Context: an optimization exercise on an open-source flow, tuned for small area, a short achievable clock period and few clock cycles. The choices shown serve that exercise and are no tape-out recipe. The RTL of this run was laid out without a check of its function. Power figures rest on the tool's default switching activity, not on a simulated workload.

**config.mk**
```make
export PLATFORM = sky130hd
export DESIGN_NAME = frame_time_window_median
export DESIGN_NICKNAME = frame_time_window_median
export VERILOG_FILES = /design/flow/design.v
export SDC_FILE = /design/flow/constraint.sdc
export NUM_CORES = 4
export LEC_CHECK = 0
export CAP_MARGIN = 20
export CORE_MARGIN = 2
export CORE_UTILIZATION = 40
export SLEW_MARGIN = 20
export SYNTH_MEMORY_MAX_BITS = 8192
```
**run.sh**
```bash
#!/bin/bash
# synth_recipe.tcl (not shown) runs the flow's synth.tcl, then flattens the netlist and writes it again
# the make line also repeats each setting of config.mk as NAME=value (left out here)
make -C /OpenROAD-flow-scripts/flow DESIGN_CONFIG=/design/flow/config.mk WORK_HOME=/design/flow/orfs CLKGATE_MAP_FILE= SYNTH_SCRIPT=/design/flow/synth_recipe.tcl finish
```
**constraint.sdc**
```tcl
create_clock -name core_clock -period 10.0 [get_ports {clk}]
set_input_delay 2.0000 -clock core_clock [delete_from_list [all_inputs] [get_ports {clk}]]
set_output_delay 2.0000 -clock core_clock [all_outputs]
set_load 0.01 [all_outputs]
```
**design.v**
```verilog
package ftwm_pkg;
  localparam int WINDOW = 100;
  localparam int ADDR_W = $clog2(WINDOW);
  localparam int IDX_W = $clog2(WINDOW + 1);
  localparam int CNT_W = 7;
  localparam int OP_W = 2;
  localparam int TICK_W = 64;
  localparam int DUR_W = 40;
  localparam int Q_W = 32;
  localparam int FRAC_W = 16;
  localparam int NS_W = 48;
  localparam int HALF_W = DUR_W / 2;
  localparam int PROD_W = HALF_W + Q_W;
  localparam int HI_SH = HALF_W - FRAC_W;
  localparam int SUM_W = PROD_W + HI_SH + 1;
  localparam logic [Q_W-1:0] Q_RESET = Q_W'(65536);
  localparam logic [OP_W-1:0] OP_RECORD = 2'd0;
  localparam logic [OP_W-1:0] OP_MEDIAN = 2'd1;
  localparam logic [OP_W-1:0] OP_LAST = 2'd2;
  localparam logic [OP_W-1:0] OP_PTR_RESET = 2'd3;
endpackage
import ftwm_pkg::*;
module ftwm_scale (
  input  logic             clk,
  input  logic             rst,
  input  logic [Q_W-1:0]   factor,
  input  logic             in_valid,
  output logic             in_ready,
  input  logic [DUR_W-1:0] in_ticks,
  input  logic [CNT_W-1:0] in_count,
  output logic             out_valid,
  input  logic             out_ready,
  output logic [NS_W-1:0]  out_ns,
  output logic [CNT_W-1:0] out_count
);
  logic p_v;
  logic [PROD_W-1:0] p_lo;
  logic [PROD_W-1:0] p_hi;
  logic [CNT_W-1:0] p_cnt;
  logic [SUM_W-1:0] sum;
  logic o_ready;
  logic p_ready;
  assign o_ready = !out_valid || out_ready;
  assign p_ready = !p_v || o_ready;
  assign in_ready = p_ready;
  assign sum = (SUM_W'(p_hi) << HI_SH) + SUM_W'(p_lo >> FRAC_W);
  always_ff @(posedge clk) begin
    if (rst) begin
      p_v <= 1'b0;
      out_valid <= 1'b0;
    end else begin
      if (p_ready) begin
        p_v <= in_valid;
      end
      if (o_ready) begin
        out_valid <= p_v;
      end
    end
  end
  always_ff @(posedge clk) begin
    if (p_ready && in_valid) begin
      p_lo <= PROD_W'(in_ticks[HALF_W-1:0]) * PROD_W'(factor);
      p_hi <= PROD_W'(in_ticks[DUR_W-1:HALF_W]) * PROD_W'(factor);
      p_cnt <= in_count;
    end
    if (o_ready && p_v) begin
      out_ns <= (|sum[SUM_W-1:NS_W]) ? {NS_W{1'b1}} : sum[NS_W-1:0];
      out_count <= p_cnt;
    end
  end
endmodule
import ftwm_pkg::*;
module frame_time_window_median (
  input  logic            clk,
  input  logic            rst,
  input  logic            cfg_we,
  input  logic [Q_W-1:0]  cfg_wdata,
  input  logic              cmd_valid,
  output logic              cmd_ready,
  input  logic [OP_W-1:0]   cmd_operation,
  input  logic              cmd_query_ok,
  input  logic [TICK_W-1:0] cmd_start_tick,
  input  logic [TICK_W-1:0] cmd_end_tick,
  output logic              res_valid,
  input  logic              res_ready,
  output logic [NS_W-1:0]   res_time_ns,
  output logic [CNT_W-1:0]  res_valid_count
);
  localparam int W = WINDOW;
  localparam int RK_W = CNT_W;
  localparam logic [ADDR_W-1:0] LAST_SLOT = ADDR_W'(W - 1);
  localparam int CREDITS = 3;
  logic [Q_W-1:0] ns_per_tick_q16;
  logic [ADDR_W-1:0] write_pointer;
  logic [ADDR_W-1:0] excl;
  logic [W-1:0] nz;
  logic [DUR_W-1:0] val [W];
  logic [RK_W-1:0] rank [W];
  logic [RK_W-1:0] n_all;
  logic [2:0] owed;
  logic a_v;
  logic [OP_W-1:0] a_op;
  logic a_ok;
  logic [TICK_W-1:0] a_start;
  logic [TICK_W-1:0] a_end;
  logic accept;
  logic res_take;
  logic [2:0] owed_next;
  assign accept = cmd_valid && cmd_ready;
  assign res_take = res_valid && res_ready;
  assign owed_next = owed + 3'(accept && (cmd_operation == OP_MEDIAN || cmd_operation == OP_LAST))
                     - 3'(res_take);
  always_ff @(posedge clk) begin
    a_op <= cmd_operation;
    a_ok <= cmd_query_ok;
    a_start <= cmd_start_tick;
    a_end <= cmd_end_tick;
    if (rst) begin
      a_v <= 1'b0;
      owed <= '0;
      cmd_ready <= 1'b1;
      ns_per_tick_q16 <= Q_RESET;
    end else begin
      a_v <= accept;
      owed <= owed_next;
      cmd_ready <= (owed_next < 3'(CREDITS));
      if (cfg_we) begin
        ns_per_tick_q16 <= cfg_wdata;
      end
    end
  end
  logic [TICK_W-1:0] delta;
  logic x_v;
  logic [OP_W-1:0] x_op;
  logic [DUR_W-1:0] x_d;
  assign delta = a_end - a_start;
  always_ff @(posedge clk) begin
    x_op <= a_op;
    x_d <= (|delta[TICK_W-1:DUR_W]) ? {DUR_W{1'b1}} : delta[DUR_W-1:0];
    if (rst) begin
      x_v <= 1'b0;
    end else begin
      x_v <= a_v && !(a_op == OP_RECORD && !a_ok);
    end
  end
  logic b_rec;
  logic b_ptr;
  logic x_nz;
  logic [W-1:0] at_excl;
  logic [W-1:0] above;
  logic [ADDR_W-1:0] excl_inc;
  assign b_rec = x_v && (x_op == OP_RECORD);
  assign b_ptr = x_v && (x_op == OP_PTR_RESET);
  assign x_nz = |x_d;
  assign excl_inc = (excl == LAST_SLOT) ? '0 : excl + 1'b1;
  always_comb begin
    for (int i = 0; i < W; i++) begin
      at_excl[i] = (excl == ADDR_W'(i));
      above[i] = nz[i] && !at_excl[i] && x_nz && (val[i] > x_d);
    end
  end
  logic c_v;
  logic [OP_W-1:0] c_op;
  logic [W-1:0] c_above;
  logic [ADDR_W-1:0] c_slot;
  logic c_rem;
  logic c_ins;
  always_ff @(posedge clk) begin
    for (int i = 0; i < W; i++) begin
      if (b_rec && at_excl[i]) begin
        val[i] <= x_d;
      end
    end
    c_op <= x_op;
    c_above <= above;
    c_slot <= excl;
    c_rem <= nz[excl];
    c_ins <= x_nz;
    if (rst) begin
      nz <= '0;
      write_pointer <= LAST_SLOT;
      excl <= '0;
      c_v <= 1'b0;
    end else begin
      c_v <= x_v;
      if (b_rec) begin
        nz[excl] <= x_nz;
        write_pointer <= excl;
        excl <= excl_inc;
      end
      if (b_ptr) begin
        write_pointer <= LAST_SLOT;
        excl <= '0;
      end
    end
  end
  logic c_rec;
  logic c_med;
  logic c_last;
  logic [W-1:0] at_slot;
  logic [W-1:0] at_ptr;
  logic [RK_W-1:0] slot_rank;
  logic [RK_W-1:0] excl_rank;
  logic [RK_W-1:0] n_above;
  logic [RK_W-1:0] new_rank;
  logic excl_nz;
  logic [RK_W-1:0] n_win;
  logic [RK_W-1:0] half;
  logic [RK_W-1:0] target;
  logic [W-1:0] sel;
  assign c_rec = c_v && (c_op == OP_RECORD);
  assign c_med = c_v && (c_op == OP_MEDIAN);
  assign c_last = c_v && (c_op == OP_LAST);
  assign n_above = RK_W'($countones(c_above));
  assign new_rank = n_all - RK_W'(c_rem) - n_above;
  assign excl_nz = nz[excl];
  assign n_win = n_all - RK_W'(excl_nz);
  assign half = n_win >> 1;
  assign target = (excl_nz && half >= excl_rank) ? half + 1'b1 : half;
  always_comb begin
    slot_rank = '0;
    excl_rank = '0;
    for (int i = 0; i < W; i++) begin
      at_slot[i] = (c_slot == ADDR_W'(i));
      at_ptr[i] = (write_pointer == ADDR_W'(i));
      slot_rank = slot_rank | (at_slot[i] ? rank[i] : '0);
      excl_rank = excl_rank | (at_excl[i] ? rank[i] : '0);
    end
    for (int i = 0; i < W; i++) begin
      sel[i] = nz[i] && ((c_med && !at_excl[i] && rank[i] == target) || (c_last && at_ptr[i]));
    end
  end
  logic d_sel_v;
  logic [W-1:0] d_sel;
  logic [CNT_W-1:0] d_sel_cnt;
  always_ff @(posedge clk) begin
    for (int i = 0; i < W; i++) begin
      if (c_rec) begin
        if (at_slot[i]) begin
          rank[i] <= new_rank;
        end else begin
          rank[i] <= rank[i] + RK_W'(c_above[i]) - RK_W'(c_rem && (rank[i] > slot_rank));
        end
      end
    end
    d_sel <= sel;
    d_sel_cnt <= c_med ? n_win : '0;
    if (rst) begin
      n_all <= '0;
      d_sel_v <= 1'b0;
    end else begin
      if (c_rec) begin
        n_all <= n_all - RK_W'(c_rem) + RK_W'(c_ins);
      end
      d_sel_v <= c_med || c_last;
    end
  end
  logic [DUR_W-1:0] picked;
  logic d_v;
  logic [DUR_W-1:0] d_ticks;
  logic [CNT_W-1:0] d_cnt;
  logic d_ready;
  logic s_ready;
  always_comb begin
    picked = '0;
    for (int i = 0; i < W; i++) begin
      picked = picked | (d_sel[i] ? val[i] : '0);
    end
  end
  assign d_ready = !d_v || s_ready;
  always_ff @(posedge clk) begin
    if (d_ready && d_sel_v) begin
      d_ticks <= picked;
      d_cnt <= d_sel_cnt;
    end
    if (rst) begin
      d_v <= 1'b0;
    end else if (d_ready) begin
      d_v <= d_sel_v;
    end
  end
  ftwm_scale u_scale (
    .clk(clk),
    .rst(rst),
    .factor(ns_per_tick_q16),
    .in_valid(d_v),
    .in_ready(s_ready),
    .in_ticks(d_ticks),
    .in_count(d_cnt),
    .out_valid(res_valid),
    .out_ready(res_ready),
    .out_ns(res_time_ns),
    .out_count(res_valid_count)
  );
endmodule
```
==> results.cfg <==
[yosys]
ys_async_sr_fraction_pct = 0
avgSynthCellArea_sq_um = 10.91
syn-num-nets = 42790
synth_cell_types = 101
netlist_area_sq_um = 388900
netlist_instances = 35630
yosys_warnings = 4
synth_seq_cells = 5452
ys_seq_area_share_pct = 40.67
synth_flop_cell = edfxtp_1
synth_edf_count = 4897

[clocking]
ctsRootBufferMaster = clkbuf_16
cts.path.max_buffers = 5
numCtsBuffers = 693
holdBufCountCts = 0
clock_sinks = 5452
cts_max_level = 6

[global_route]
track_usage_pct = 70.45
grt_pass1_vias = 388900
grt_pass1_wl_microns = 4458000
overflow = 1
grt_max_degree = 149

[run_status]
outcome = stopped before the end
lastStage = global routing
error = [ERROR GRT-0116] Global routing finished with congestion. Check the congestion regions in the DRC Viewer.

[place]
io_buffer_count = 224
dp_hpwl_microns = 2624000
place.gp.congestion = 1.325

[die]
std_cell_rows = 362
start_util_pct = 40.08
dieWidth_microns = 990.0
io_pins = 225
die_h_microns = 990.0
Yosys cell counts (39+ instances only):
cell,count,share of area (%)
clkbuf_1,982,0.95
ha_1,5727,18
mux2i_1,82,0.21
o211ai_1,47,0.091
nor4_1,327,0.53
nand3_1,691,0.89
a311oi_1,57,0.13
o21a_1,80,0.15
nand2b_1,823,1.3
o22ai_1,228,0.37
mux2_2,68,0.20
dfxtp_1,555,2.9
a21oi_1,2308,3.0
a31oi_1,66,0.11
o21bai_1,223,0.43
a211oi_1,120,0.23
o2111ai_1,53,0.12
and3_1,67,0.11
and2_1,456,0.73
a21o_1,814,1.6
a22oi_1,1589,3.1
buf_1,171,0.17
or2_2,50,0.080
edfxtp_1,4897,38
xor2_1,260,0.59
or3_1,78,0.13
nor2b_1,917,1.5
a22o_1,392,0.88
nand4_1,1440,2.3
fa_1,1270,6.5
nand2_1,2332,2.3
nor2_1,1134,1.1
a221oi_1,568,1.3
buf_2,92,0.12
o31ai_1,39,0.075
nor3_1,397,0.51
o21ai_0,1760,2.3
xnor2_1,1351,3.0
maj3_1,128,0.33
inv_1,2551,2.5
stage by stage:
stage / util [%] / cells / setup WS [ps] / hold WS, ps / area, sq um
floorplan: - / 35630 / -10950 / 331.9 / 388900
global placement: 44.25 / 50250 / -863.1 / 351.0 / 429300
detailed placement: 44.33 / 50300 / -668.7 / 344.7 / 430100
CTS: 46.61 / 51540 / 55.27 / 348.1 / 452200
worst max-delay path by stage:
stage	startpoint	slack, ps	endpoint	cells past startpoint
after CTS	excl[0]	60	d_sel[99]	28
after detailed placement	excl[0]	-670	d_sel[99]	28
after floorplan	c_v	-10950	n_all[5]	4
after global placement	excl[0]	-860	d_sel[99]	28
power by group through the flow:
stage          logic, mW  clock network [mW]  registers, mW
3_5_place_dp        8.03                   0           25.3
4_1_cts             8.11                25.8           24.8
3_3_place_gp        8.08                   0           25.3
2_1_floorplan       4.71                   0           25.3
cell families after synthesis:
logic type               count (synthesis)  synth area share (%)
AO/OA/AOI/OAI                         8605                 14.34
XOR/XNOR                              1616                 3.652
adder cells (fa/ha/maj)               7125                 25.29
buffers and inverters                 3831                 3.762
flip-flops                            5452                 40.67
multiplexers                           187                0.6223
AND/OR/NAND/NOR                       8811                 11.66
routing by layer:
metal,GRT overflow,GRT usage (%)
met3,0,57.05
met4,0,69.03
met2,1,84.47
met5,0,36.28
met1,0,70.76
timing repair:
| action | 4_1_cts |
|---|---|
| gates resized for setup | 3 |
| setup endpoints to repair | 10 |
| buffers inserted | 0 |
